From an optimization exercise on the open Yosys and OpenROAD flow, aimed at small area; shortcuts taken in it are not production practice. At most, simulation tests tie the RTL to the original design; equivalence was not proved. The RTL of runs 1 to 3 was laid out without a check of its function. Power and IR drop assume default switching activity.

==> design.v <==
`default_nettype none
package noc_pkg;
	typedef logic [7:0] byte_t;
	typedef logic [7:0] node_id_t;    
	typedef logic [2:0] len_code_t;   
	typedef logic [1:0] alen_code_t;  
	typedef logic [1:0] rc_t;
	typedef enum logic [2:0] {
		CMD_NOP   = 3'd0,
		CMD_READ  = 3'd1,
		CMD_WRITE = 3'd2
	} cmd_e;
	typedef struct packed {
		alen_code_t alen;
		len_code_t  dlen;
		cmd_e       cmd;
	} noc_hdr_t;
	typedef enum logic {
		RESP_WRITE,
		RESP_ERROR
	} resp_kind_e;
	typedef struct packed {
		resp_kind_e kind;
		rc_t        rc;
		node_id_t   dest;
		node_id_t   src;
		byte_t      length;  
	} resp_req_t;
	localparam rc_t RC_OK      = 2'd0;
	localparam rc_t RC_DROPPED = 2'd2;
	localparam logic [5:0] HDR_WRITE_RESP = 6'd4;
	localparam byte_t      HDR_ERROR_MSG  = 8'd5;
	localparam byte_t      MSG_ADDR       = 8'h42;
	localparam byte_t      MSG_ERR_ID     = 8'h03;
	function automatic logic [7:0] decode_alen(input logic [1:0] code);
		decode_alen = 8'd1 << code;
	endfunction
	function automatic logic [7:0] decode_dlen(input logic [2:0] code);
		decode_dlen = 8'd1 << code;
	endfunction
	function automatic logic [6:0] field_mask(input logic [2:0] code);
		for (int i = 0; i < 7; i++)
			field_mask[i] = (3'(i) < code);
	endfunction
endpackage
`default_nettype wire
`default_nettype none
package perm_pkg;
	localparam int LANE_BYTES = 8;
	localparam int LANES_DEFAULT = 25;
	typedef logic [LANE_BYTES*8-1:0] lane_t;
	typedef logic [LANE_BYTES-1:0][7:0] lane_bytes_t;
endpackage
`default_nettype wire
`timescale 1ns/1ps
`default_nettype none
module len_counter #(
	parameter int WIDTH = 7
) (
	input  wire              clk,
	input  wire              load,
	input  wire [WIDTH-1:0]  load_value,
	output logic [WIDTH-1:0] count,
	output logic             last
);
	always_ff @(posedge clk) begin
		if (load)
			count <= load_value;
		else
			count <= count - 1'b1;
	end
	assign last = (count == '0);
endmodule
`default_nettype wire
`timescale 1ns/1ps
`default_nettype none
module noc_rx_fsm
(
	input  wire        clk,
	input  wire        rst,
	input  wire        noc_to_dev_ctl,
	input  wire noc_pkg::byte_t noc_to_dev_data,
	input  wire        field_last,
	output logic       field_load,
	output logic [6:0] field_count,
	input  wire        buf_full,
	output logic       wr_en,
	output noc_pkg::byte_t      wr_byte,
	output logic       resp_valid,
	output noc_pkg::resp_kind_e resp_kind,
	output noc_pkg::node_id_t   dest_id,
	output noc_pkg::node_id_t   src_id,
	output noc_pkg::byte_t      acc_cnt,    
	output logic       drop_seen
);
	typedef enum logic [2:0] {
		ST_IDLE,
		ST_DEST,
		ST_SRC,
		ST_ADDR,
		ST_DATA
	} rx_state_e;
	rx_state_e state;
	noc_pkg::noc_hdr_t  hdr_in;
	logic [1:0] alen_q;
	logic [2:0] dlen_q;
	logic       id_zero;
	assign hdr_in  = noc_pkg::noc_hdr_t'(noc_to_dev_data);
	assign id_zero = (noc_to_dev_data == '0);
	assign field_load  = (state == ST_SRC && !id_zero) || (state == ST_ADDR && field_last);
	assign field_count = (state == ST_ADDR) ? noc_pkg::field_mask(dlen_q) : noc_pkg::field_mask({1'b0, alen_q});
	assign wr_en   = (state == ST_DATA);
	assign wr_byte = noc_to_dev_data;
	always_ff @(posedge clk or posedge rst) begin
		if (rst) begin
			state      <= ST_IDLE;
			src_id     <= '0;
			resp_valid <= 1'b0;
		end else begin
			resp_valid <= 1'b0;
			case (state)
				ST_IDLE: begin
					if (noc_to_dev_ctl && hdr_in.cmd == noc_pkg::CMD_WRITE)
						state <= ST_DEST;
				end
				ST_DEST: begin
					if (id_zero) begin
						resp_valid <= 1'b1;  
						state      <= ST_IDLE;
					end else begin
						state <= ST_SRC;
					end
				end
				ST_SRC: begin
					src_id <= noc_to_dev_data;
					if (id_zero) begin
						resp_valid <= 1'b1;
						state      <= ST_IDLE;
					end else begin
						state <= ST_ADDR;
					end
				end
				ST_ADDR: begin
					if (field_last)
						state <= ST_DATA;  
				end
				ST_DATA: begin
					if (field_last) begin
						resp_valid <= 1'b1;
						state      <= ST_IDLE;
					end
				end
				default: state <= ST_IDLE;
			endcase
		end
	end
	always_ff @(posedge clk) begin
		case (state)
			ST_IDLE: begin
				alen_q    <= hdr_in.alen;
				dlen_q    <= hdr_in.dlen;
				acc_cnt   <= '0;
				drop_seen <= 1'b0;
			end
			ST_DEST: begin
				dest_id   <= noc_to_dev_data;
			end
			ST_DATA: begin
				if (!buf_full)
					acc_cnt <= acc_cnt + 1'b1;
				if (buf_full)
					drop_seen <= 1'b1;
			end
			default: ;
		endcase
		resp_kind <= (state == ST_DATA) ? noc_pkg::RESP_WRITE : noc_pkg::RESP_ERROR;
	end
endmodule
`default_nettype wire
`timescale 1ns/1ps
`default_nettype none
module state_buffer
#(
	parameter int LANES = perm_pkg::LANES_DEFAULT
) (
	input  wire              clk,
	input  wire              rst,
	input  wire              wr_en,
	input  wire noc_pkg::byte_t       wr_byte,
	output logic             full,
	input  wire              stopin,
	output logic             pushin,
	output logic             firstin,
	output perm_pkg::lane_t            din
);
	localparam int ROW_W = $clog2(LANES);
	noc_pkg::byte_t    col [perm_pkg::LANE_BYTES][LANES];  
	perm_pkg::lane_t   head;
	logic [ROW_W-1:0]  row;
	logic [2:0]        pos;
	logic              accept;
	logic              drain_step;
	logic              shift;
	logic              row_last;
	assign accept     = wr_en && !full;
	assign drain_step = full && !stopin;
	assign row_last   = (row == ROW_W'(LANES - 1));
	assign shift = drain_step && (row != '0);
	always_ff @(posedge clk) begin
		for (int c = 0; c < perm_pkg::LANE_BYTES; c++) begin
			if (shift || (accept && pos == 3'(c))) begin
				for (int p = 0; p < LANES - 1; p++)
					col[c][p] <= col[c][p + 1];
				col[c][LANES - 1] <= wr_byte;
			end
		end
	end
	always_comb begin
		for (int b = 0; b < perm_pkg::LANE_BYTES; b++)
			head[8*b +: 8] = col[b][0];
	end
	always_ff @(posedge clk or posedge rst) begin
		if (rst) begin
			full <= 1'b0;
			row  <= '0;
			pos  <= '0;
		end else if (accept) begin
			pos <= pos + 1'b1;
			if (pos == 3'd7) begin
				row <= row_last ? '0 : row + 1'b1;
				full <= row_last;
			end
		end else if (drain_step) begin
			row <= row_last ? '0 : row + 1'b1;
			full <= !row_last;  
		end
	end
	always_ff @(posedge clk or posedge rst) begin
		if (rst)
			pushin <= 1'b0;
		else
			pushin <= drain_step;
	end
	assign firstin = pushin && (row == ROW_W'(1));
	assign din     = pushin ? head : '0;
endmodule
`default_nettype wire
`timescale 1ns/1ps
`default_nettype none
module noc_resp_tx
(
	input  wire            clk,
	input  wire            rst,
	input  wire            resp_valid,
	input  wire noc_pkg::resp_kind_e resp_kind,
	input  wire noc_pkg::node_id_t   dest_id,
	input  wire noc_pkg::node_id_t   src_id,
	input  wire noc_pkg::byte_t      acc_cnt,
	input  wire            drop_seen,
	output logic           noc_from_dev_ctl,
	output noc_pkg::byte_t          noc_from_dev_data
);
	typedef enum logic {
		TX_IDLE,
		TX_BODY
	} tx_state_e;
	tx_state_e  state;
	noc_pkg::resp_kind_e req_kind;
	noc_pkg::node_id_t   req_dest;  
	noc_pkg::node_id_t   req_src;   
	noc_pkg::byte_t      req_len;
	logic [2:0] idx;       
	logic [2:0] last_idx;
	logic       req_err;
	noc_pkg::byte_t      hdr_byte;
	noc_pkg::byte_t      body_byte;
	assign req_err = (req_kind == noc_pkg::RESP_ERROR);
	assign last_idx = req_err ? 3'd4 : 3'd3;
	assign hdr_byte = (resp_kind == noc_pkg::RESP_ERROR) ? noc_pkg::HDR_ERROR_MSG :
		{(drop_seen ? noc_pkg::RC_DROPPED : noc_pkg::RC_OK), noc_pkg::HDR_WRITE_RESP};
	always_comb begin
		case (idx)
			3'd1:    body_byte = req_err ? req_dest : req_src;
			3'd2:    body_byte = req_err ? req_src : req_dest;
			3'd3:    body_byte = req_err ? noc_pkg::MSG_ADDR : req_len;
			default: body_byte = noc_pkg::MSG_ERR_ID;
		endcase
	end
	always_ff @(posedge clk) begin
		if (resp_valid) begin
			req_kind <= resp_kind;
			req_dest <= dest_id;
			req_src  <= src_id;
			req_len  <= acc_cnt;
		end
	end
	always_ff @(posedge clk) begin
		if (state == TX_IDLE)
			idx <= 3'd1;
		else
			idx <= idx + 1'b1;
	end
	always_ff @(posedge clk or posedge rst) begin
		if (rst) begin
			state             <= TX_IDLE;
			noc_from_dev_ctl  <= 1'b0;
			noc_from_dev_data <= '0;
		end else begin
			case (state)
				TX_IDLE: begin
					if (resp_valid) begin
						noc_from_dev_ctl  <= 1'b1;  
						noc_from_dev_data <= hdr_byte;
						state             <= TX_BODY;
					end else begin
						noc_from_dev_ctl  <= 1'b0;
						noc_from_dev_data <= '0;
					end
				end
				TX_BODY: begin
					noc_from_dev_ctl  <= 1'b0;
					noc_from_dev_data <= body_byte;
					if (idx == last_idx)
						state <= TX_IDLE;
				end
				default: state <= TX_IDLE;
			endcase
		end
	end
endmodule
`default_nettype wire
`timescale 1ns/1ps
`default_nettype none
module noc_perm_bridge
#(
	parameter int LANES = perm_pkg::LANES_DEFAULT
) (
	input  wire        clk,
	input  wire        rst,
	input  wire        noc_to_dev_ctl,
	input  wire [7:0]  noc_to_dev_data,
	output logic       noc_from_dev_ctl,
	output logic [7:0] noc_from_dev_data,
	output logic       pushin,
	output logic       firstin,
	output logic [63:0] din,
	input  wire        stopin
);
	logic              field_load;
	logic              field_last;
	logic [6:0]        field_count;
	logic              wr_en;
	noc_pkg::byte_t             wr_byte;
	logic              buf_full;
	logic              resp_valid;
	noc_pkg::resp_kind_e        resp_kind;
	noc_pkg::node_id_t          dest_id;
	noc_pkg::node_id_t          src_id;
	noc_pkg::byte_t             acc_cnt;
	logic              drop_seen;
	noc_rx_fsm u_rx (
		.clk             (clk),
		.rst             (rst),
		.noc_to_dev_ctl  (noc_to_dev_ctl),
		.noc_to_dev_data (noc_to_dev_data),
		.field_last      (field_last),
		.field_load      (field_load),
		.field_count     (field_count),
		.buf_full        (buf_full),
		.wr_en           (wr_en),
		.wr_byte         (wr_byte),
		.resp_valid      (resp_valid),
		.resp_kind       (resp_kind),
		.dest_id         (dest_id),
		.src_id          (src_id),
		.acc_cnt         (acc_cnt),
		.drop_seen       (drop_seen)
	);
	len_counter #(.WIDTH(7)) u_field (
		.clk        (clk),
		.load       (field_load),
		.load_value (field_count),
		.count      (),
		.last       (field_last)
	);
	state_buffer #(.LANES(LANES)) u_buf (
		.clk        (clk),
		.rst        (rst),
		.wr_en      (wr_en),
		.wr_byte    (wr_byte),
		.full       (buf_full),
		.stopin     (stopin),
		.pushin     (pushin),
		.firstin    (firstin),
		.din        (din)
	);
	noc_resp_tx u_tx (
		.clk               (clk),
		.rst               (rst),
		.resp_valid        (resp_valid),
		.resp_kind         (resp_kind),
		.dest_id           (dest_id),
		.src_id            (src_id),
		.acc_cnt           (acc_cnt),
		.drop_seen         (drop_seen),
		.noc_from_dev_ctl  (noc_from_dev_ctl),
		.noc_from_dev_data (noc_from_dev_data)
	);
endmodule
`default_nettype wire
==> run.sh <==
#!/bin/bash
# synth_recipe.tcl (not shown) runs the flow's synth.tcl, then flattens the netlist and writes it again
# the make line also repeats each setting of config.mk as NAME=value (left out here)
make -C /OpenROAD-flow-scripts/flow DESIGN_CONFIG=/design/flow/config.mk WORK_HOME=/design/flow/orfs CLKGATE_MAP_FILE= SYNTH_SCRIPT=/design/flow/synth_recipe.tcl finish
==> config.mk <==
export PLATFORM = sky130hd
export DESIGN_NAME = noc_perm_bridge
export DESIGN_NICKNAME = noc_perm_bridge
export VERILOG_FILES = /design/flow/design.v
export SDC_FILE = /design/flow/constraint.sdc
export NUM_CORES = 4
export LEC_CHECK = 0
export CAP_MARGIN = 20
export CORE_MARGIN = 2
export CORE_UTILIZATION = 55
export CTS_CLUSTER_DIAMETER = 100
export CTS_CLUSTER_SIZE = 30
export SLEW_MARGIN = 20
==> constraint.sdc <==
create_clock -name core_clock -period 5.0 [get_ports {clk}]
set_input_delay 1.0000 -clock core_clock [delete_from_list [all_inputs] [get_ports {clk}]]
set_output_delay 1.0000 -clock core_clock [all_outputs]
set_load 0.01 [all_outputs]
==> results.py, run 1 <==
metrics = {
    "route": {
        "dr.pass1.iters": 5,
        "via_per_inst": 5.01,
        "ant_nets": 0,
        "drt_iter0_markers": 1779,
        "routedWlPerCell_um": 16.6,
        "wl_um": 57300,
        "drc": 0,
        "route.vias.total": 17314,
    },
    "logic_synthesis": {
        "synthSimpleGateAreaFrac": 0.0162,
        "synth_area_mm2": 0.0525,
        "ys_ff_latch": 1690,
        "synth_top_family_by_area": "simple AND/OR/NAND/NOR gates",
        "synth.area.top_cells": "edfxtp_1 (94%), dfrtp_1 (1.5%), and2_1 (0.76%)",
        "synthXorXnorAreaFrac": 0.00200,
        "synth_cell_types": 52,
        "yosysTopAreaCellShare": 0.943,
        "synth_fa_ha_area_frac": 0.00405,
        "synthArstFlopShare": 0.0189,
        "avgSynthCellArea_um2": 26.5,
        "synth_compound_area_frac": 0.00995,
        "synth_mux_area_frac": 0.00269,
        "synth_top_area_cell": "edfxtp_1",
        "yosysWarnings": 5,
        "yosysSeqAreaShare": 0.962,
        "synth_top_flop_cell": "edfxtp_1",
        "synth_nets": 2010,
        "synthCells": 1981,
        "synth_edf_count": 1647,
    },
    "finish": {
        "drive_above_1_share": 0.0697,
        "areaGrowthSynthToFinish_pct": 9.37,
        "final_core_util": 0.606,
        "layout.cells.non_filler": 3459,
        "fillers": 6410,
        "diodes": 0,
        "nets": 2200,
    },
    "clock_network": {
        "cts.path.max_buffers": 3,
        "insertion_delay_ps": 650,
        "cts.sinks": 1690,
        "clockRootBuffer": "clkbuf_16",
        "postCtsHoldBufs": 0,
        "cts_setup_buffers": 0,
        "htreeDepth": 3,
        "cts-resized-gates": 0,
        "numCtsBuffers": 66,
        "clk_pin_slew_ps": 110,
        "cts_tree": "done",
    },
    "timing": {
        "hold_viol_final": 0,
        "relSlewSlack": 0.289,
        "rsz0062_at_grt": "no",
        "holdWs_ps": 411,
        "finalSetupViolCount": 0,
        "fin_setup_tns_ps": 0,
        "skew_ps": 29.4,
        "worstMarginPinSlew_ps": 1060,
        "finalMaxSlewViolations": 0,
        "worst_slack_ps": 1660,
        "period_share": 0.667,
        "fmax_mhz": 300,
        "period_minus_slack_ps": 3340,
    },
    "global_route": {
        "antenna_found_initial": 2,
        "grt_util_met3": 0.0251,
        "use_met2": 0.183,
        "gr-total-overflow": 0,
        "busiest_layer": "met2",
        "grt_pass1_wl_um": 90300,
        "grt.total_usage": 0.116,
        "use_met1": 0.166,
        "grt_pass1_vias": 16981,
        "grt_max_degree": 144,
    },
    "placement": {
        "dp_slack_ps": 1580,
        "port_buffers": 86,
        "place_hpwl_um": 30600,
        "gp_congestion": 0.768,
        "dp_cells": 3368,
    },
    "pwr": {
        "ir_drop_v": 0.000308,
        "power_leakage_uw": 0.0183,
        "p_per_area_mw_per_mm2": 523,
    },
    "floorplanning": {
        "die_w_um": 313,
        "start_util": 0.554,
        "coreArea_mm2": 0.0947,
        "num_rows": 113,
        "dieHeight_um": 313,
        "io_pins": 87,
        "die_area_mm2": 0.0979,
    },
    "critical_path": {
        "end_kind": "primary output",
        "slowest_stage": "clkdlybuf4s50_1",
        "worstPathMaxFanout": 66,
        "required_ps": 4000,
        "arrival_ps": 2340,
        "path_class": "reg2out",
        "crit_chain": "buf_4 > and3_1 > clkdlybuf4s50_1",
        "max_stage_delay_ps": 560,
        "start_kind": "flip-flop",
    },
    "run": {
        "cap_violations": 0,
    },
    "run_status": {
        "outcome": "complete, no violations",
    },
    "worst_hold_path": {
        "hold_path.class": "reg2reg",
    },
}
==> path summary, 6_finish.rpt <==
kind | startpoint | end | slack, ps | cells past startpoint
worst max-delay path | u_buf.pushin | firstin | 1660 | 3
worst min-delay path | u_buf.col[42][2] | u_buf.col[41][2] | 410 | 0
worst max register to register | u_rx.state[2] | u_buf.col[50][5] | 1930 | 6
worst min register to register | u_buf.col[42][2] | u_buf.col[41][2] | 410 | 0
max in group asynchronous | rst | u_buf.pushin | 3930 | 3
min in group asynchronous | rst | u_tx.noc_from_dev_data[0] | 730 | 3
==> kinds of logic (layout without fill, tap and decap cells) <==
group / after synthesis / after routing
AND/OR/NAND/NOR: 141 / 141
flip-flops: 1690 / 1690
buffers and inverters: 35 / 248
XOR/XNOR: 12 / 12
adder cells (fa/ha/maj): 17 / 17
AO/OA/AOI/OAI: 73 / 73
multiplexers: 13 / 13
==> cell usage in the layout, fill, tap and decap left out, types with 5 or more instances in the layout <==
master and instances:
o21ai_0 11, ha_1 17, and2_1 64, buf_4 37, clkbuf_16 71, nor3_1 8
clkbuf_1 18, inv_1 15, clkdlybuf4s50_1 86, edfxtp_1 1647, nor2b_1 6, nand2_1 12
buf_12 17, o22ai_1 5, dfrtp_1 31, a21o_4 5, nand3_1 9, xor2_1 7
a221o_1 7, xnor2_1 5, mux2_2 9, nor2_1 16, a221oi_1 6, a21oi_1 11
dfxtp_1 11, a21o_1 6
==> area by class of cell <==
class	count	area, µm²	area share
clock buffers	89	1840	0.0321
well taps	1265	1580	0.0276
flip-flops and latches	1690	50500	0.880
repair buffers	140	1480	0.0258
clock inverters	2	28.8	0.000502
multi-input cells	256	1900	0.0331
inverters	17	63.8	0.00111
==> cell usage after synthesis (all sizes together) (11+ instances only) <==
| cell type | n |
|---|---|
| clkbuf | 11 |
| nand2 | 12 |
| a21oi | 12 |
| inv | 16 |
| dfxtp | 11 |
| dfrtp | 32 |
| and2 | 64 |
| nor2 | 16 |
| a21o | 11 |
| ha | 17 |
| o21ai | 11 |
| edfxtp | 1647 |
==> power breakdown <==
| group | leakage (µW) | switching (µW) | internal, µW |
|---|---|---|---|
| clock | 0.000911 | 3720 | 2630 |
| combinational | 0.00144 | 1930 | 755 |
| sequential | 0.0160 | 858 | 20100 |
| total | 0.0183 | 6500 | 23500 |
==> critical path: cells and delay by family (launching register included) <==
| family | cells | cell delay, ps |
|---|---|---|
| buffers and inverters | 2 | 1010 |
| flip-flops | 1 | 360 |
| AND/OR/NAND/NOR | 1 | 320 |
==> flip-flops by register name, indices dropped and copies added (netlist names), 5 cells and up <==
| name | cells |
|---|---|
| u_buf.col | 1600 |
| u_rx.acc_cnt | 8 |
| u_rx.dest_id | 8 |
| u_rx.src_id | 8 |
| u_tx.noc_from_dev_data | 8 |
| u_tx.req_dest | 8 |
| u_tx.req_len | 8 |
| u_tx.req_src | 8 |
| u_field.count | 7 |
| u_buf.row | 5 |
==> layer usage <==
| layer | routed length (µm) | share of wire |
|---|---|---|
| met5 | 0 | 0 |
| met4 | 1220 | 0.021 |
| met3 | 2210 | 0.039 |
| met2 | 27400 | 0.48 |
| met1 | 26400 | 0.46 |
==> per-stage QoR <==
stage / total power [µW] / instance area [µm²]
2_1_floorplan: 22900 / 52500
3_3_place_gp: 23700 / 55500
3_5_place_dp: 24100 / 55500
4_1_cts: 30400 / 57400
5_1_grt: 31400 / 57400
6_report: 30000 / 57400
==> run 2, diff against run 1 <==
--- a/config.mk
+++ b/config.mk
@@ -9,5 +9,6 @@
 export CORE_MARGIN = 2
-export CORE_UTILIZATION = 55
+export CORE_UTILIZATION = 70
 export CTS_CLUSTER_DIAMETER = 100
 export CTS_CLUSTER_SIZE = 30
+export PLACE_DENSITY = 0.8
 export SLEW_MARGIN = 20
==> run 2 against run 1 <==
Still clean on timing, DRC and antenna. Sequential power grew 2%. First-iteration DRC count is 20% higher. Synthesized cell count is the same. Setup slack got worse by 290 ps. Fmax is 7.9% lower. Via count is 6.9% higher. Clock-buffer cell count down 5. Clock skew down 10 ps. Cell count shrank 8.7%. Utilization grew 16 points. Area after synthesis is the same. Combinational power grew 4%.
==> results.py, run 2 <==
metrics = {
    "critical_path": {
        "end_kind": "primary output",
        "worstPathMaxFanout": 66,
        "start_kind": "flip-flop",
        "reg2reg_depth": 6,
        "arrival_ps": 2630,
        "required_ps": 4000,
        "path_class": "reg2out",
    },
    "finish": {
        "drive_above_1_share": 0.0690,
        "areaGrowthSynthToFinish_pct": 8.64,
        "nets": 2198,
        "final_common_cell": "edfxtp_1",
        "layout.cells.non_filler": 3158,
        "largest_reg_flops": 1600,
        "diodes": 0,
        "regMostFlops": "u_buf.col",
        "final_core_util": 0.767,
        "most-common-layout-cells": "edfxtp_1 (1,647), clkdlybuf4s50_1 (86), clkbuf_16 (69)",
    },
    "timing": {
        "hold_viol_final": 0,
        "period_minus_slack_ps": 3630,
        "fmax_mhz": 276,
        "worst_slack_ps": 1370,
        "relSlewSlack": 0.264,
        "finalMaxSlewViolations": 0,
        "skew_ps": 19.3,
        "finalSetupViolCount": 0,
        "worstMarginPinSlew_ps": 1100,
        "fin_setup_tns_ps": 0,
        "period_share": 0.725,
        "rsz0062_at_grt": "no",
    },
    "clock_network": {
        "cts.sinks": 1690,
        "clockRootBuffer": "clkbuf_16",
        "insertion_delay_ps": 630,
        "clk_pin_slew_ps": 110,
        "cts_setup_buffers": 0,
        "htreeDepth": 3,
        "cts_tree": "done",
        "cts-resized-gates": 0,
        "cts.path.max_buffers": 3,
        "numCtsBuffers": 66,
        "postCtsHoldBufs": 0,
    },
    "global_route": {
        "grt_util_met3": 0.0252,
        "grt_pass1_wl_um": 116000,
        "antenna_found_initial": 5,
        "busiest_layer": "met2",
        "use_met1": 0.292,
        "use_met2": 0.345,
        "grt_max_degree": 77,
        "grt.total_usage": 0.205,
        "grt_pass1_vias": 18852,
        "gr-total-overflow": 0,
    },
    "route": {
        "route.vias.total": 18511,
        "drt_iter0_markers": 2126,
        "wl_um": 77600,
        "drc": 0,
        "routedWlPerCell_um": 24.6,
        "dr.pass1.iters": 5,
        "ant_nets": 0,
        "via_per_inst": 5.86,
    },
    "logic_synthesis": {
        "synthCells": 1981,
        "yosysSeqAreaShare": 0.962,
        "synth_top_flop_cell": "edfxtp_1",
        "synth_fa_ha_area_frac": 0.00405,
        "synth_common_cells": "edfxtp_1 (1,647), and2_1 (64), dfrtp_1 (32)",
        "synth_most_common_cell": "edfxtp_1",
        "yosysWarnings": 5,
        "synthSimpleGateAreaFrac": 0.0162,
        "synth_compound_area_frac": 0.00995,
        "synth_edf_count": 1647,
        "synthXorXnorAreaFrac": 0.00200,
        "synth_mux_area_frac": 0.00269,
        "synth_cell_types": 52,
        "synth_top_area_cell": "edfxtp_1",
        "ys_ff_latch": 1690,
        "synth.area.top_cells": "edfxtp_1 (94%), dfrtp_1 (1.5%), and2_1 (0.76%)",
        "avgSynthCellArea_um2": 26.5,
        "yosysTopAreaCellShare": 0.943,
        "synthArstFlopShare": 0.0189,
        "synth_nets": 2010,
        "synth_area_mm2": 0.0525,
        "synth_top_family_by_area": "simple AND/OR/NAND/NOR gates",
    },
    "floorplanning": {
        "dieHeight_um": 278,
        "io_pins": 87,
        "start_util": 0.706,
        "die_area_mm2": 0.0772,
        "coreArea_mm2": 0.0743,
        "num_rows": 100,
        "die_w_um": 278,
    },
    "pwr": {
        "ir_drop_v": 0.000307,
        "p_per_area_mw_per_mm2": 537,
        "power.total_uw": 30600,
        "power_leakage_uw": 0.0183,
    },
    "placement": {
        "place_hpwl_um": 37600,
        "port_buffers": 86,
        "dp_slack_ps": 1370,
        "dp_cells": 3070,
        "gp_congestion": 0.728,
    },
    "worst_hold_path": {
        "holdPathStages": 0,
        "hold_path.class": "reg2reg",
    },
    "run_status": {
        "outcome": "complete, no violations",
    },
    "run": {
        "cap_violations": 0,
    },
}
[run 2: cell counts after synthesis]
Identical to the previous run, type by type.
[run 2: worst max-delay path, cell delays in order (launching register included)]
cell and delay [ps]:
dfrtp_2 1020, and2_1 290, clkdlybuf4s50_1 610
[run 2: kinds of logic (layout without fill, tap and decap cells)]
kind of cell	after synthesis	after routing
XOR/XNOR	12	12
adder cells (fa/ha/maj)	17	17
AO/OA/AOI/OAI	73	73
multiplexers	13	13
AND/OR/NAND/NOR	141	141
flip-flops	1690	1690
buffers and inverters	35	243
[run 2: final timing paths]
| check | slack, ps | startpoint | to |
|---|---|---|---|
| hold / removal | 420 | u_buf.col[12][5] | u_buf.col[11][5] |
| setup reg to reg | 1920 | u_rx.state[2] | u_buf.col[14][5] |
| setup / recovery | 1370 | u_buf.pushin | din[54] |
| hold reg to reg | 420 | u_buf.col[12][5] | u_buf.col[11][5] |
| min in group asynchronous | 750 | rst | u_rx.resp_valid |
| max in group asynchronous | 3550 | rst | u_tx.noc_from_dev_ctl |
[run 2: power by group]
part	switching, µW	internal, µW	total, µW	leakage, µW
sequential	1250	20100	21400	0.0160
combinational	2030	776	2800	0.00144
clock	3830	2560	6400	0.000888
[run 2: per-stage QoR]
step           hold slack (ps)  area [µm²]
3_5_place_dp               405       55200
6_report                   415       57000
3_3_place_gp               400       55200
5_1_grt                    426       57000
2_1_floorplan              400       52500
4_1_cts                    409       57000
[run 2: final cells by class]
| class | instances | area (µm²) |
|---|---|---|
| clock buffer | 84 | 1780 |
| clock inverter | 4 | 42.5 |
| fill | 3491 | 17300 |
| inverter | 17 | 63.8 |
| multi-input combinational | 256 | 1900 |
| sequential | 1690 | 50500 |
| tap | 969 | 1210 |
| timing repair buffer | 138 | 1510 |
[run 2: layer usage]
metal | up-vias | wire length (µm)
li1 | 8198 | -
met1 | 9567 | 32300
met2 | 636 | 39800
met3 | 110 | 3830
met4 | 0 | 1600
met5 | - | 0
==> run 3, diff against run 2 <==
--- a/design.v
+++ b/design.v
@@ -56,14 +56,27 @@
 `default_nettype none
-module len_counter #(
-	parameter int WIDTH = 7
-) (
+module len_counter (
 	input  wire              clk,
-	input  wire              load,
-	input  wire [WIDTH-1:0]  load_value,
-	output logic [WIDTH-1:0] count,
+	input  wire              hdr_load,   
+	input  wire [7:0]        hdr_byte,
+	input  wire              addr_phase,  
 	output logic             last
 );
+	logic [6:0] count;
+	logic [3:0] addr_init;
+	always_comb begin
+		case (hdr_byte[7:6])
+			2'd0:    addr_init = 4'd2;
+			2'd1:    addr_init = 4'd3;
+			2'd2:    addr_init = 4'd5;
+			default: addr_init = 4'd9;
+		endcase
+	end
+	assign last = addr_phase ? (count[3:0] == '0) : (count == '0);
 	always_ff @(posedge clk) begin
-		if (load)
-			count <= load_value;
+		if (hdr_load)
+			count <= {hdr_byte[5:3], addr_init};
+		else if (addr_phase && last)
+			count <= noc_pkg::field_mask(count[6:4]);
+		else if (addr_phase)
+			count[3:0] <= count[3:0] - 1'b1;
 		else
@@ -71,3 +84,2 @@
 	end
-	assign last = (count == '0);
 endmodule
@@ -83,4 +95,4 @@
 	input  wire        field_last,
-	output logic       field_load,
-	output logic [6:0] field_count,
+	output logic       field_hdr,
+	output logic       field_addr,
 	input  wire        buf_full,
@@ -104,4 +116,2 @@
 	noc_pkg::noc_hdr_t  hdr_in;
-	logic [1:0] alen_q;
-	logic [2:0] dlen_q;
 	logic       id_zero;
@@ -109,4 +119,4 @@
 	assign id_zero = (noc_to_dev_data == '0);
-	assign field_load  = (state == ST_SRC && !id_zero) || (state == ST_ADDR && field_last);
-	assign field_count = (state == ST_ADDR) ? noc_pkg::field_mask(dlen_q) : noc_pkg::field_mask({1'b0, alen_q});
+	assign field_hdr  = (state == ST_IDLE);
+	assign field_addr = (state == ST_DEST || state == ST_SRC || state == ST_ADDR);
 	assign wr_en   = (state == ST_DATA);
@@ -159,4 +169,2 @@
 			ST_IDLE: begin
-				alen_q    <= hdr_in.alen;
-				dlen_q    <= hdr_in.dlen;
 				acc_cnt   <= '0;
@@ -196,4 +204,5 @@
 	localparam int ROW_W = $clog2(LANES);
-	noc_pkg::byte_t    col [perm_pkg::LANE_BYTES][LANES];  
-	perm_pkg::lane_t   head;
+	noc_pkg::byte_t    col_n [perm_pkg::LANE_BYTES][LANES];  
+	perm_pkg::lane_t   head_n;
+	logic              pushin_n;
 	logic [ROW_W-1:0]  row;
@@ -212,4 +221,4 @@
 				for (int p = 0; p < LANES - 1; p++)
-					col[c][p] <= col[c][p + 1];
-				col[c][LANES - 1] <= wr_byte;
+					col_n[c][p] <= col_n[c][p + 1];
+				col_n[c][LANES - 1] <= ~wr_byte;
 			end
@@ -219,3 +228,3 @@
 		for (int b = 0; b < perm_pkg::LANE_BYTES; b++)
-			head[8*b +: 8] = col[b][0];
+			head_n[8*b +: 8] = col_n[b][0];
 	end
@@ -239,8 +248,9 @@
 		if (rst)
-			pushin <= 1'b0;
+			pushin_n <= 1'b1;
 		else
-			pushin <= drain_step;
+			pushin_n <= !drain_step;
 	end
+	assign pushin = !pushin_n;
 	assign firstin = pushin && (row == ROW_W'(1));
-	assign din     = pushin ? head : '0;
+	assign din     = ~(head_n | {$bits(din){pushin_n}});
 endmodule
@@ -348,5 +358,5 @@
 );
-	logic              field_load;
+	logic              field_hdr;
+	logic              field_addr;
 	logic              field_last;
-	logic [6:0]        field_count;
 	logic              wr_en;
@@ -366,4 +376,4 @@
 		.field_last      (field_last),
-		.field_load      (field_load),
-		.field_count     (field_count),
+		.field_hdr       (field_hdr),
+		.field_addr      (field_addr),
 		.buf_full        (buf_full),
@@ -378,7 +388,7 @@
 	);
-	len_counter #(.WIDTH(7)) u_field (
+	len_counter u_field (
 		.clk        (clk),
-		.load       (field_load),
-		.load_value (field_count),
-		.count      (),
+		.hdr_load   (field_hdr),
+		.hdr_byte   (noc_to_dev_data),
+		.addr_phase (field_addr),
 		.last       (field_last)
--- a/config.mk
+++ b/config.mk
@@ -11,3 +11,3 @@
 export CTS_CLUSTER_DIAMETER = 100
-export CTS_CLUSTER_SIZE = 30
+export CTS_CLUSTER_SIZE = 25
 export PLACE_DENSITY = 0.8
==> run 3 against run 2 <==
Cell count grew 1.0%. Power grew 3.0%. Register-to-register slack lost 440 ps. Die area shrank 0.38%. Via count grew 4.2%. Non-clock buffer count shrank 7. Synthesized cell count grew 1.2%. Critical path depth grew 1. Clock skew grew 17 ps. First-iteration DRC count grew 3.8%. Sequential share of layout area shrank 0.36 points. Critical path type unchanged. Largest cell class unchanged. Highest routed layer unchanged.
==> results.py, run 3 <==
metrics = {
    "run_status": {
        "outcome": "complete, no violations",
    },
    "clock_network": {
        "clk_pin_slew_ps": 90,
        "postCtsHoldBufs": 0,
        "cts_setup_buffers": 0,
        "cts_tree": "done",
        "cts-resized-gates": 0,
        "cts.path.max_buffers": 3,
        "numCtsBuffers": 77,
        "insertion_delay_ps": 670,
        "cts.sinks": 1685,
        "clockRootBuffer": "clkbuf_16",
        "htreeDepth": 3,
    },
    "critical_path": {
        "r2r_slack_ps": 1480,
        "required_ps": 4000,
        "startpoint": "u_buf.pushin_n",
        "start_kind": "flip-flop",
        "path_class": "reg2out",
        "arrival_ps": 2810,
        "cp_num_cells": 3,
        "reg2reg_depth": 5,
        "worstPathMaxFanout": 34,
        "end_kind": "primary output",
        "reg2reg_to": "u_buf.col_n[50][1]",
        "path_buf_inv": 2,
        "cp_top_family": "flip-flops",
        "crit_chain": "buf_4 > nor2_1 > clkdlybuf4s50_1",
        "max_stage_delay_ps": 1010,
        "slowest_stage": "dfstp_2",
        "setup.worst_path.end": "din[50]",
        "reg2reg_from": "u_rx.state[1]",
    },
    "floorplanning": {
        "dieHeight_um": 277,
        "die_area_mm2": 0.0769,
        "die_w_um": 277,
        "start_util": 0.704,
        "num_rows": 100,
        "io_pins": 87,
        "coreArea_mm2": 0.0742,
    },
    "global_route": {
        "grt_pass1_vias": 19594,
        "grt_pass1_wl_um": 127000,
        "gr-total-overflow": 0,
        "antenna_found_initial": 3,
        "grt_max_degree": 99,
        "grt.total_usage": 0.225,
    },
    "timing": {
        "hold_viol_final": 0,
        "rsz0062_at_grt": "no",
        "relSlewSlack": 0.326,
        "skew_ps": 36.0,
        "period_minus_slack_ps": 3810,
        "fmax_mhz": 262,
        "finalSetupViolCount": 0,
        "worstMarginPinSlew_ps": 1010,
        "fin_setup_tns_ps": 0,
        "finalMaxSlewViolations": 0,
        "period_share": 0.763,
    },
    "logic_synthesis": {
        "ys_ff_latch": 1685,
        "synth_top_family_by_area": "simple AND/OR/NAND/NOR gates",
        "synthCells": 2005,
        "synth_edf_count": 1645,
        "synth.area.top_cells": "edfxtp_1 (95%), dfrtp_1 (1.5%), nor2_1 (0.60%)",
        "synth_area_mm2": 0.0523,
        "synthSimpleGateAreaFrac": 0.0141,
        "synth_nets": 2033,
        "synth_most_common_cell": "edfxtp_1",
        "synth_cell_types": 55,
        "synth_top_flop_cell": "edfxtp_1",
        "yosysTopAreaCellShare": 0.945,
        "avgSynthCellArea_um2": 26.1,
        "yosysWarnings": 5,
        "synthArstFlopShare": 0.0190,
        "synthXorXnorAreaFrac": 0.00151,
        "synth_top_area_cell": "edfxtp_1",
        "synth_common_cells": "edfxtp_1 (1,645), nor2_1 (84), dfrtp_1 (31)",
        "synth_compound_area_frac": 0.0110,
        "synth_fa_ha_area_frac": 0.00383,
        "yosysSeqAreaShare": 0.964,
        "synth_mux_area_frac": 0.00237,
    },
    "finish": {
        "regMostFlops": "u_buf.col_n",
        "areaGrowthSynthToFinish_pct": 9.24,
        "nets": 2223,
        "final_core_util": 0.769,
        "most-common-layout-cells": "edfxtp_1 (1,645), clkdlybuf4s50_1 (86), nor2_1 (84)",
        "final_common_cell": "edfxtp_1",
        "fillers": 3413,
        "drive_above_1_share": 0.0693,
        "largest_reg_flops": 1600,
    },
    "route": {
        "ant_nets": 0,
        "drt_iter0_markers": 2206,
        "route.vias.total": 19282,
        "wl_um": 85300,
        "routedWlPerCell_um": 26.7,
        "dr.pass1.iters": 6,
        "via_per_inst": 6.04,
        "drc": 0,
    },
    "run": {
        "cap_violations": 0,
    },
    "placement": {
        "place_hpwl_um": 40600,
        "gp_congestion": 0.744,
        "port_buffers": 86,
    },
    "worst_hold_path": {
        "hold_path.class": "reg2reg",
    },
    "pwr": {
        "power_leakage_uw": 0.0185,
        "p_per_area_mw_per_mm2": 551,
        "ir_drop_v": 0.000304,
    },
}
-- run 3: cell count changes after synthesis, sizes merged, moves of 4 or more --
| cell | change |
|---|---|
| mux2i | -4 |
| o21ai | +7 |
| nor2 | +68 |
| inv | +11 |
| clkbuf | +6 |
| and2 | -62 |
| nand2 | +4 |
| buf | -4 |
-- run 3: routing by layer --
layer / share of wire / global-route usage / vias to the layer above
met5: 0 / 0 / -
met4: 0.017 / 0.0527 / 0
met3: 0.056 / 0.0260 / 112
met2: 0.51 / 0.377 / 806
met1: 0.41 / 0.330 / 10081
li1: - / - / 8283
-- run 3: area by class of cell --
type	instances	area, µm²	area share
antenna	1	2.50	0.0000438
tap	969	1210	0.0212
clock inverter	5	58.8	0.00103
multi-input combinational	273	1790	0.0314
clock buffer	100	2080	0.0364
timing repair buffer	131	1490	0.0260
sequential	1685	50400	0.882
inverter	27	101	0.00178
-- run 3: kinds of logic (layout without fill, tap and decap cells) --
family,after synthesis,in the layout
buf+inv,47,263
other cells,0,1
fa+ha+maj,16,16
flops,1685,1685
xor+xnor,9,9
simple gates,155,155
mux,11,11
compound gates,82,82
-- run 3: worst min-delay path by stage --
stage | end | depth (start not counted) | slack [ps] | start
after floorplan | u_buf.col_n[0][0] | 0 | 400 | u_buf.col_n[1][0]
after global placement | u_buf.col_n[190][2] | 0 | 400 | u_buf.col_n[191][2]
after detailed placement | u_buf.col_n[100][3] | 0 | 400 | u_buf.col_n[101][3]
after CTS | u_buf.col_n[170][0] | 0 | 400 | u_buf.col_n[171][0]
after global routing | u_buf.col_n[110][3] | 0 | 410 | u_buf.col_n[111][3]
final | u_buf.col_n[170][0] | 0 | 400 | u_buf.col_n[171][0]
-- run 3: through the flow --
stage	instance area (µm²)	hold WS [ps]	total power [µW]	std cells	setup WS, ps
after CTS	57100	400	31800	3190	1150
final	57100	401	31500	3191	1190
after floorplan	52300	400	22900	2005	283
after detailed placement	55000	405	24500	3085	1590
after global routing	57100	415	32600	3190	1090
after global placement	54900	400	23700	3085	1670
-- run 3: where the power goes --
| group | internal [µW] | total (µW) | switching [µW] |
|---|---|---|---|
| registers | 20200 | 21700 | 1450 |
| clock network | 2960 | 7010 | 4050 |
| logic | 767 | 2810 | 2040 |
==> run 4, diff against run 3 <==
--- a/design.v
+++ b/design.v
@@ -254,3 +254,3 @@
 	assign firstin = pushin && (row == ROW_W'(1));
-	assign din     = ~(head_n | {$bits(din){pushin_n}});
+	assign din     = ~(head_n | {(perm_pkg::LANE_BYTES*8){pushin_n}});
 endmodule
==> run 4 against run 3 <==
Utilization did not move. Flip-flop and latch count stayed put. Clock-buffer cell count unchanged. Via count unchanged. Cell area stayed put. Area after synthesis unchanged. Die area did not move. Synthesized cell count unchanged. Largest cell class unchanged. Highest routed layer unchanged.
==> results.py, run 4 <==
metrics = {
    "finish": {
        "regMostFlops": "u_buf.col_n",
        "largest_reg_flops": 1600,
        "fillers": 3413,
        "final_common_cell": "edfxtp_1",
        "most-common-layout-cells": "edfxtp_1 (1,645), clkdlybuf4s50_1 (86), nor2_1 (84)",
        "nets": 2223,
        "drive_above_1_share": 0.0693,
        "areaGrowthSynthToFinish_pct": 9.24,
        "finish.instance_area_mm2": 0.0571,
    },
    "pwr": {
        "p_sw_uw": 7540,
        "p_comb_frac": 0.089,
        "internal_power_uw": 23900,
        "p_per_area_mw_per_mm2": 551,
        "power_leakage_uw": 0.0185,
        "power.clock.fraction": 0.223,
        "ir_drop_v": 0.000304,
        "swShare": 0.239,
        "pwr-share-seq": 0.688,
    },
    "timing": {
        "relSlewSlack": 0.326,
        "fmax_mhz": 262,
        "skew_ps": 36.0,
        "period_minus_slack_ps": 3810,
        "hold_viol_final": 0,
        "fin_setup_tns_ps": 0,
        "finalSetupViolCount": 0,
        "rsz0062_at_grt": "no",
        "worstMarginPinSlew_ps": 1010,
        "period_share": 0.763,
        "finalMaxSlewViolations": 0,
    },
    "floorplanning": {
        "dieHeight_um": 277,
        "coreArea_mm2": 0.0742,
        "io_pins": 87,
        "start_util": 0.704,
        "die_area_mm2": 0.0769,
        "num_rows": 100,
        "die_w_um": 277,
    },
    "logic_synthesis": {
        "synth_edf_count": 1645,
        "synth_nets": 2033,
        "avgSynthCellArea_um2": 26.1,
        "synth.area.top_cells": "edfxtp_1 (95%), dfrtp_1 (1.5%), nor2_1 (0.60%)",
        "yosysWarnings": 5,
        "synth_top_area_cell": "edfxtp_1",
        "yosysTopAreaCellShare": 0.945,
        "yosysSeqAreaShare": 0.964,
        "synth_common_cells": "edfxtp_1 (1,645), nor2_1 (84), dfrtp_1 (31)",
        "synth_area_mm2": 0.0523,
        "synthArstFlopShare": 0.0190,
        "synthCells": 2005,
        "synth_most_common_cell": "edfxtp_1",
        "synth_cell_types": 55,
        "synth_top_flop_cell": "edfxtp_1",
        "ys_ff_latch": 1685,
    },
    "route": {
        "drc": 0,
        "via_per_inst": 6.04,
        "routedWlPerCell_um": 26.7,
        "drt_iter0_markers": 2206,
        "route.vias.total": 19282,
        "wl_um": 85300,
        "ant_nets": 0,
        "dr.pass1.iters": 6,
    },
    "critical_path": {
        "slowest_stage": "dfstp_2",
        "reg2reg_depth": 5,
        "start_kind": "flip-flop",
        "crit_chain": "buf_4 > nor2_1 > clkdlybuf4s50_1",
        "arrival_ps": 2810,
        "max_stage_delay_ps": 1010,
        "path_buf_inv": 2,
        "worstPathMaxFanout": 34,
        "cp_num_cells": 3,
        "required_ps": 4000,
        "path_class": "reg2out",
        "cp_top_family": "flip-flops",
        "end_kind": "primary output",
    },
    "clock_network": {
        "clockRootBuffer": "clkbuf_16",
        "numCtsBuffers": 77,
        "cts_setup_buffers": 0,
        "postCtsHoldBufs": 0,
        "htreeDepth": 3,
        "cts_tree": "done",
        "cts-resized-gates": 0,
        "clk_pin_slew_ps": 90,
        "cts.path.max_buffers": 3,
        "insertion_delay_ps": 670,
        "cts.sinks": 1685,
    },
    "placement": {
        "placed_area_mm2": 0.0550,
        "place_hpwl_um": 40600,
        "gp_congestion": 0.744,
        "port_buffers": 86,
    },
    "global_route": {
        "use_met2": 0.377,
        "antenna_found_initial": 3,
        "grt.total_usage": 0.225,
        "grt_pass1_vias": 19594,
        "gr-total-overflow": 0,
        "busiest_layer": "met2",
        "grt_max_degree": 99,
        "grt_util_met3": 0.0260,
        "use_met1": 0.330,
        "grt_pass1_wl_um": 127000,
    },
    "run_status": {
        "outcome": "complete, no violations",
    },
    "worst_hold_path": {
        "hold_path.class": "reg2reg",
        "holdPathStages": 0,
    },
    "run": {
        "cap_violations": 0,
    },
}
[run 4: cell counts in the layout (fill, tap and decap cells not counted)]
No cell type changed its count.
[run 4: logic make-up after synthesis]
| family | Yosys count | share of synthesized area |
|---|---|---|
| compound gates | 82 | 0.0110 |
| xor+xnor | 9 | 0.00151 |
| fa+ha+maj | 16 | 0.00383 |
| buf+inv | 47 | 0.00354 |
| flops | 1685 | 0.964 |
| mux | 11 | 0.00237 |
| simple gates | 155 | 0.0141 |
[run 4: final timing paths]
path / startpoint / end / slack, ps
worst max-delay path: u_buf.pushin_n / din[50] / 1190
worst min-delay path: u_buf.col_n[171][0] / u_buf.col_n[170][0] / 400
worst max register to register: u_rx.state[1] / u_buf.col_n[50][1] / 1480
worst min register to register: u_buf.col_n[171][0] / u_buf.col_n[170][0] / 400
max in group asynchronous: rst / u_buf.pushin_n / 3920
min in group asynchronous: rst / u_buf.row[1] / 740
[run 4: per-stage QoR]
step / power [µW] / cells / hold slack, ps / setup slack (ps) / utilization
floorplan: 22900 / 2005 / 400 / 283 / -
global placement: 23700 / 3085 / 400 / 1670 / 0.741
detailed placement: 24500 / 3085 / 405 / 1590 / 0.741
CTS: 31800 / 3190 / 400 / 1150 / 0.769
global route: 32600 / 3190 / 415 / 1090 / 0.769
finish: 31500 / 3191 / 401 / 1190 / 0.769
[run 4: layout make-up]
cell class                      instances  area (µm²)  share of cell area
Antenna cell                            1        2.50           0.0000438
Clock buffer                          100        2080              0.0364
Clock inverter                          5        58.8             0.00103
Inverter                               27         101             0.00178
Multi-Input combinational cell        273        1790              0.0314
Sequential cell                      1685       50400               0.882
Tap cell                              969        1210              0.0212
Timing Repair Buffer                  131        1490              0.0260
[run 4: power groups by stage]
| stage | logic, µW | registers, µW | clock network, µW |
|---|---|---|---|
| after floorplan | 1660 | 21300 | 0 |
| after global placement | 2500 | 21300 | 0 |
| after detailed placement | 2770 | 21700 | 0 |
| after CTS | 2850 | 21700 | 7200 |
| after global routing | 3080 | 21900 | 7590 |
| final | 2810 | 21700 | 7010 |
[run 4: per-layer routing]
metal	share of wire	vias up
met4	0.017	0
met1	0.41	10081
met3	0.056	112
met2	0.51	806
li1	-	8283
met5	0	-
==> run 5, diff against run 4 <==
--- a/design.v
+++ b/design.v
@@ -107,10 +107,7 @@
 );
-	typedef enum logic [2:0] {
-		ST_IDLE,
-		ST_DEST,
-		ST_SRC,
-		ST_ADDR,
-		ST_DATA
-	} rx_state_e;
-	rx_state_e state;
+	logic st_dest;
+	logic st_src;
+	logic st_addr;
+	logic st_data;
+	logic st_idle;
 	noc_pkg::noc_hdr_t  hdr_in;
@@ -119,5 +116,6 @@
 	assign id_zero = (noc_to_dev_data == '0);
-	assign field_hdr  = (state == ST_IDLE);
-	assign field_addr = (state == ST_DEST || state == ST_SRC || state == ST_ADDR);
-	assign wr_en   = (state == ST_DATA);
+	assign st_idle = !(st_dest || st_src || st_addr || st_data);
+	assign field_hdr  = st_idle;
+	assign field_addr = st_dest || st_src || st_addr;
+	assign wr_en   = st_data;
 	assign wr_byte = noc_to_dev_data;
@@ -125,3 +123,6 @@
 		if (rst) begin
-			state      <= ST_IDLE;
+			st_dest    <= 1'b0;
+			st_src     <= 1'b0;
+			st_addr    <= 1'b0;
+			st_data    <= 1'b0;
 			src_id     <= '0;
@@ -129,37 +130,9 @@
 		end else begin
-			resp_valid <= 1'b0;
-			case (state)
-				ST_IDLE: begin
-					if (noc_to_dev_ctl && hdr_in.cmd == noc_pkg::CMD_WRITE)
-						state <= ST_DEST;
-				end
-				ST_DEST: begin
-					if (id_zero) begin
-						resp_valid <= 1'b1;  
-						state      <= ST_IDLE;
-					end else begin
-						state <= ST_SRC;
-					end
-				end
-				ST_SRC: begin
-					src_id <= noc_to_dev_data;
-					if (id_zero) begin
-						resp_valid <= 1'b1;
-						state      <= ST_IDLE;
-					end else begin
-						state <= ST_ADDR;
-					end
-				end
-				ST_ADDR: begin
-					if (field_last)
-						state <= ST_DATA;  
-				end
-				ST_DATA: begin
-					if (field_last) begin
-						resp_valid <= 1'b1;
-						state      <= ST_IDLE;
-					end
-				end
-				default: state <= ST_IDLE;
-			endcase
+			st_dest    <= st_idle && noc_to_dev_ctl && hdr_in.cmd == noc_pkg::CMD_WRITE;
+			st_src     <= st_dest && !id_zero;
+			st_addr    <= (st_src && !id_zero) || (st_addr && !field_last);
+			st_data    <= (st_addr && field_last) || (st_data && !field_last);
+			resp_valid <= ((st_dest || st_src) && id_zero) || (st_data && field_last);
+			if (st_src)
+				src_id <= noc_to_dev_data;
 		end
@@ -167,19 +140,15 @@
 	always_ff @(posedge clk) begin
-		case (state)
-			ST_IDLE: begin
-				acc_cnt   <= '0;
-				drop_seen <= 1'b0;
-			end
-			ST_DEST: begin
-				dest_id   <= noc_to_dev_data;
-			end
-			ST_DATA: begin
-				if (!buf_full)
-					acc_cnt <= acc_cnt + 1'b1;
-				if (buf_full)
-					drop_seen <= 1'b1;
-			end
-			default: ;
-		endcase
-		resp_kind <= (state == ST_DATA) ? noc_pkg::RESP_WRITE : noc_pkg::RESP_ERROR;
+		if (st_idle) begin
+			acc_cnt   <= '0;
+			drop_seen <= 1'b0;
+		end
+		if (st_dest)
+			dest_id <= noc_to_dev_data;
+		if (st_data) begin
+			if (!buf_full)
+				acc_cnt <= acc_cnt + 1'b1;
+			if (buf_full)
+				drop_seen <= 1'b1;
+		end
+		resp_kind <= st_data ? noc_pkg::RESP_WRITE : noc_pkg::RESP_ERROR;
 	end
--- a/config.mk
+++ b/config.mk
@@ -9,6 +9,6 @@
 export CORE_MARGIN = 2
-export CORE_UTILIZATION = 70
+export CORE_UTILIZATION = 80
 export CTS_CLUSTER_DIAMETER = 100
 export CTS_CLUSTER_SIZE = 25
-export PLACE_DENSITY = 0.8
+export PLACE_DENSITY = 0.88
 export SLEW_MARGIN = 20
==> run 5 against run 4 <==
The flow now stops in 3_5_place_dp. Area after synthesis decreased by 0.26%. Synthesized cell count down 0.80%.
==> results.py, run 5 <==
metrics = {
    "logic_synthesis": {
        "synthCells": 1989,
        "synth_top_flop_cell": "edfxtp_1",
        "synth_area_mm2": 0.0521,
        "avgSynthCellArea_um2": 26.2,
        "synth_cell_types": 61,
        "synth_top_area_cell": "edfxtp_1",
        "synth_nets": 2017,
        "synth_edf_count": 1636,
        "synth_most_common_cell": "edfxtp_1",
        "synth_top_family_by_area": "simple AND/OR/NAND/NOR gates",
        "synth.area.top_cells": "edfxtp_1 (94%), dfrtp_1 (1.5%), dfxtp_1 (0.65%)",
        "ys_ff_latch": 1686,
        "synth_compound_area_frac": 0.0110,
        "synth_mux_area_frac": 0.00254,
        "synthArstFlopShare": 0.0196,
        "synthXorXnorAreaFrac": 0.00168,
        "synth_common_cells": "edfxtp_1 (1,636), nor2_1 (77), dfrtp_1 (32)",
        "yosysWarnings": 5,
        "yosysTopAreaCellShare": 0.943,
        "synthSimpleGateAreaFrac": 0.0127,
        "yosysSeqAreaShare": 0.965,
        "synth_fa_ha_area_frac": 0.00403,
    },
    "run_status": {
        "outcome": "stopped before the end",
        "lastStage": "3_5_place_dp",
        "stop_error": "[ERROR DPL-0033] detailed placement checks failed during check placement.",
    },
    "floorplanning": {
        "num_rows": 93,
        "io_pins": 87,
        "dieHeight_um": 259,
        "start_util": 0.809,
        "die_w_um": 259,
    },
    "placement": {
        "place_hpwl_um": 54900,
        "gp_congestion": 0.744,
        "port_buffers": 86,
    },
}
run 5: cell types whose count changed after synthesis, sizes merged, moves of 4 or more:
cell,change
clkbuf,-13
dfxtp,+9
edfxtp,-9
buf,+8
nand2,+7
nor2,-6
xnor2,+4
run 5: how the worst min path moves through the flow:
stage	startpoint	slack, ps	endpoint
2_1_floorplan	u_buf.col_n[1][0]	400	u_buf.col_n[0][0]
3_3_place_gp	u_buf.col_n[115][6]	400	u_buf.col_n[114][6]
run 5: cells by family after synthesis:
kind of cell             after synthesis
flip-flops                          1686
AND/OR/NAND/NOR                      143
AO/OA/AOI/OAI                         82
buffers and inverters                 39
adder cells (fa/ha/maj)               17
multiplexers                          12
XOR/XNOR                              10
run 5: power by group through the flow:
stage	Combinational, µW	Sequential (µW)	Clock [µW]
floorplan	1240	18500	0
global placement	1740	18400	0
run 5: through the flow:
stage	power, µW	setup slack (ps)
after global placement	20200	1710
after floorplan	19800	268
==> run 6, diff against run 5 <==
==> flow/run.sh (new file) <==
#!/bin/bash
# The standard layout (standard.sh, standard synthesis unchanged) with two
# changes:
#  - ports are buffered with sky130_fd_sc_hd__buf_1 rather than the delay
#    buffer buffer_ports picks by default;
set -uo pipefail
export BUFFER_PORTS_ARGS="-buffer_cell sky130_fd_sc_hd__buf_1"
export RDIR="$PWD/orfs/results/$FLOW_PLATFORM/noc_perm_bridge/base"
LOGS="orfs/logs/$FLOW_PLATFORM/noc_perm_bridge/base"
try=0
for size in 28 24 20 16 12; do
	try=$((try + 1))
	export CTS_ARGS="-sink_clustering_enable -repair_clock_nets -sink_clustering_size $size -sink_clustering_max_diameter 100 -dont_use_dummy_load"
	if [[ $try -gt 1 ]]; then
		bash standard.sh clean_cts clean_route clean_finish > "make_clean_try$try.log" 2>&1
	fi
	echo "try $try: cluster size $size"
	if ! bash standard.sh > "make_try$try.log" 2>&1; then
		echo "try $try: layout failed"
		continue
	fi
	cp -r "$LOGS" "orfs_logs_try$try"
	openroad -exit flow/slew.tcl > "slew_try$try.log" 2>&1
	worst=$(awk '/^WORSTCLKSLEW/ {print $2}' "slew_try$try.log")
	echo "try $try: worst clock-pin slew ${worst:-unknown} ns"
	if [[ -n "$worst" ]] && awk -v w="$worst" 'BEGIN { exit !(w < 0.120) }'; then
		exit 0
	fi
done
exit 0
==> flow/slew.tcl (new file) <==
# Worst flip-flop clock-pin slew of the routed layout, with its extracted parasitics
set R $::env(RDIR)
read_liberty $::env(FLOW_HOME)/platforms/sky130hd/lib/sky130_fd_sc_hd__tt_025C_1v80.lib
read_db $R/6_final.odb
read_sdc $R/6_final.sdc
read_spef $R/6_final.spef
set worst 0
foreach p [get_pins -of_objects [all_registers] -filter "name==CLK"] {
	foreach prop {slew_max_rise slew_max_fall} {
		set s [get_property $p $prop]
		if {$s > $worst} { set worst $s }
	}
}
puts "WORSTCLKSLEW $worst"
==> standard.sh (new file) <==
#!/bin/bash
# synth_recipe.tcl (not shown) runs the flow's synth.tcl, then flattens the netlist and writes it again
# the make line also repeats each setting of config.mk as NAME=value (left out here)
make -C /OpenROAD-flow-scripts/flow DESIGN_CONFIG=/design/flow/config.mk WORK_HOME=/design/flow/orfs CLKGATE_MAP_FILE= SYNTH_SCRIPT=/design/flow/synth_recipe.tcl "${@:-finish}"
--- a/config.mk
+++ b/config.mk
@@ -9,6 +9,4 @@
 export CORE_MARGIN = 2
-export CORE_UTILIZATION = 80
-export CTS_CLUSTER_DIAMETER = 100
-export CTS_CLUSTER_SIZE = 25
-export PLACE_DENSITY = 0.88
+export CORE_UTILIZATION = 70
+export PLACE_DENSITY = 0.8
 export SLEW_MARGIN = 20
removed: run.sh
==> run 6 against run 5 <==
The run now finishes clean. Area after synthesis is the same. Synthesized cell count is the same.
==> results.py, run 6 <==
metrics = {
    "run_status": {
        "outcome": "complete, no violations",
    },
    "pwr": {
        "internal_power_uw": 21500,
        "p_per_area_mw_per_mm2": 495,
        "power.clock.fraction": 0.269,
        "pwr-share-seq": 0.661,
        "swShare": 0.230,
        "power_leakage_uw": 0.0175,
        "p_sw_uw": 6420,
        "p_comb_frac": 0.070,
        "ir_drop_v": 0.000325,
    },
    "route": {
        "route.vias.total": 19434,
        "wl_um": 89000,
        "dr.pass1.iters": 5,
        "drt_iter0_markers": 2768,
        "drc": 0,
        "ant_nets": 0,
        "via_per_inst": 6.18,
        "routedWlPerCell_um": 28.3,
    },
    "clock_network": {
        "clk_pin_slew_ps": 90,
        "numCtsBuffers": 94,
        "cts_tree": "done",
        "insertion_delay_ps": 650,
        "cts.path.max_buffers": 3,
        "clockRootBuffer": "clkbuf_16",
        "cts-resized-gates": 0,
        "postCtsHoldBufs": 0,
        "cts_setup_buffers": 0,
        "cts.sinks": 1686,
        "htreeDepth": 3,
    },
    "logic_synthesis": {
        "synth_top_area_cell": "edfxtp_1",
        "ys_ff_latch": 1686,
        "yosysWarnings": 5,
        "avgSynthCellArea_um2": 26.2,
        "synthCells": 1989,
        "synth_cell_types": 61,
        "synth_top_flop_cell": "edfxtp_1",
        "synth_nets": 2017,
        "yosysTopAreaCellShare": 0.943,
        "synth_common_cells": "edfxtp_1 (1,636), nor2_1 (77), dfrtp_1 (32)",
        "yosysSeqAreaShare": 0.965,
        "synth_area_mm2": 0.0521,
        "synthArstFlopShare": 0.0196,
        "synth.area.top_cells": "edfxtp_1 (94%), dfrtp_1 (1.5%), dfxtp_1 (0.65%)",
        "synth_most_common_cell": "edfxtp_1",
        "synth_edf_count": 1636,
    },
    "finish": {
        "finish.instance_area_mm2": 0.0564,
        "regMostFlops": "u_buf.col_n",
        "areaGrowthSynthToFinish_pct": 8.23,
        "largest_reg_flops": 1600,
        "drive_above_1_share": 0.0684,
        "fillers": 3510,
        "nets": 2208,
        "most-common-layout-cells": "edfxtp_1 (1,636), clkbuf_16 (94), buf_1 (86)",
        "final_common_cell": "edfxtp_1",
        "diodes": 0,
    },
    "global_route": {
        "antenna_found_initial": 6,
        "grt.total_usage": 0.236,
        "grt_max_degree": 122,
        "grt_pass1_wl_um": 130000,
        "gr-total-overflow": 0,
        "grt_pass1_vias": 19573,
    },
    "critical_path": {
        "path_buf_inv": 2,
        "path_class": "reg2out",
        "start_kind": "flip-flop",
        "arrival_ps": 2180,
        "end_kind": "primary output",
        "crit_chain": "buf_4 > nor2_1 > buf_1",
        "cp_top_family": "buffers and inverters",
        "max_stage_delay_ps": 570,
        "required_ps": 4000,
        "slowest_stage": "dfstp_2",
        "worstPathMaxFanout": 64,
    },
    "timing": {
        "finalSetupViolCount": 0,
        "relSlewSlack": 0.339,
        "hold_viol_final": 0,
        "rsz0062_at_grt": "no",
        "period_minus_slack_ps": 3180,
        "worstMarginPinSlew_ps": 990,
        "period_share": 0.637,
        "worst_slack_ps": 1820,
        "skew_ps": 52.3,
        "fmax_mhz": 314,
        "finalMaxSlewViolations": 0,
        "fin_setup_tns_ps": 0,
    },
    "worst_hold_path": {
        "hold_path.class": "reg2reg",
    },
    "floorplanning": {
        "die_area_mm2": 0.0767,
        "die_w_um": 277,
        "start_util": 0.704,
        "num_rows": 100,
        "coreArea_mm2": 0.0741,
        "dieHeight_um": 277,
        "io_pins": 87,
    },
    "placement": {
        "dp_slack_ps": 1270,
        "placed_area_mm2": 0.0541,
        "place_hpwl_um": 40800,
        "gp_congestion": 0.750,
        "port_buffers": 86,
    },
    "run": {
        "cap_violations": 0,
    },
}
==> run 6: cell counts after synthesis <==
Identical to the previous run, type by type.
==> run 6: cell families after synthesis <==
group                      share of synthesized area
xor gates and xnor gates                     0.00168
adders and majority gates                    0.00403
muxes                                        0.00254
AOI/OAI and AO/OA                             0.0110
and+or+nand+nor                               0.0127
DFF                                            0.965
buffers and inverters                        0.00312
==> run 6: per-layer routing <==
metal  vias up  GRT usage  routed length (µm)
li1       8188          -                   -
met1     10161      0.365               37800
met2       942      0.364               42700
met3       143     0.0405                6520
met4         0     0.0612                1970
met5         -          0                   0
==> run 6: area by class of cell <==
class / instances / area, µm² / share of cell area
Clock buffer: 94 / 2350 / 0.0417
Inverter: 24 / 90.1 / 0.00160
Multi-Input combinational cell: 264 / 1740 / 0.0308
Sequential cell: 1686 / 50300 / 0.892
Tap cell: 969 / 1210 / 0.0215
Timing Repair Buffer: 110 / 728 / 0.0129
==> run 6: power by group through the flow <==
| stage | sequential [µW] | clock [µW] | combinational [µW] |
|---|---|---|---|
| 4_1_cts | 18500 | 7710 | 1950 |
| 3_3_place_gp | 18500 | 0 | 1680 |
| 2_1_floorplan | 18500 | 0 | 1240 |
| 3_5_place_dp | 18600 | 0 | 1870 |
| 6_report | 18500 | 7520 | 1950 |
| 5_1_grt | 18600 | 8130 | 2120 |
==> run 6: final timing paths <==
path,start,end,slack (ps),cells past startpoint
max in group asynchronous,rst,u_buf.pushin_n,4210,3
max reg2reg,u_buf.row[0],u_buf.col_n[131][3],1920,5
min,u_buf.col_n[23][4],u_buf.col_n[22][4],380,0
max,u_buf.pushin_n,din[60],1820,3
min in group asynchronous,rst,u_rx.st_src,420,3
min reg2reg,u_buf.col_n[23][4],u_buf.col_n[22][4],380,0
==> run 6: worst register-to-register path: cells and delay by family (launching register included) <==
family | cells | cell delay, ps
AOI/OAI and AO/OA | 2 | 1190
adders and majority gates | 1 | 300
buffers and inverters | 2 | 730
DFF | 1 | 510
==> run 6: through the flow <==
step	power, µW	cells	hold WS, ps	util
floorplan	19800	1989	400	-
global placement	20100	3053	400	0.730
detailed placement	20500	3053	405	0.730
CTS	28200	3147	383	0.762
global route	28900	3147	384	0.762
finish	28000	3147	379	0.762

port drivers added, routing unchanged:
Ports are ideal in the flow. The routed layouts listed here were re-timed in OpenROAD.
Step 1 assumes that a clkbuf_16 drives the clock port and a buf_2 every other input.
Step 2 moves the port delays by t, midway between the first and last clock arrival at a register: inputs arrive t later, outputs are due t later. That takes back most of the time a late clock gives input paths.
a / b / c = ideal ports / drivers / drivers and shift; a / b = the first two.
run	t (ns)	setup WS [ns]	hold WS [ns]
run 1	0.697	1.663 / 1.603 / 1.613	0.411 / 0.411 / 0.411
run 2	0.690	1.375 / 1.311 / 1.381	0.415 / 0.415 / 0.415
run 3	0.710	1.187 / 1.119 / 1.481	0.401 / 0.401 / 0.401
run 4	0.710	1.187 / 1.119 / 1.481	0.401 / 0.401 / 0.401
run 6	0.708	1.817 / 1.750 / 1.507	0.379 / 0.374 / 0.379
After both steps setup and hold are still met in every run listed. The setup slack of run 6, which loses most, moves by -0.067 ns with the drivers and by -0.310 ns with both steps.
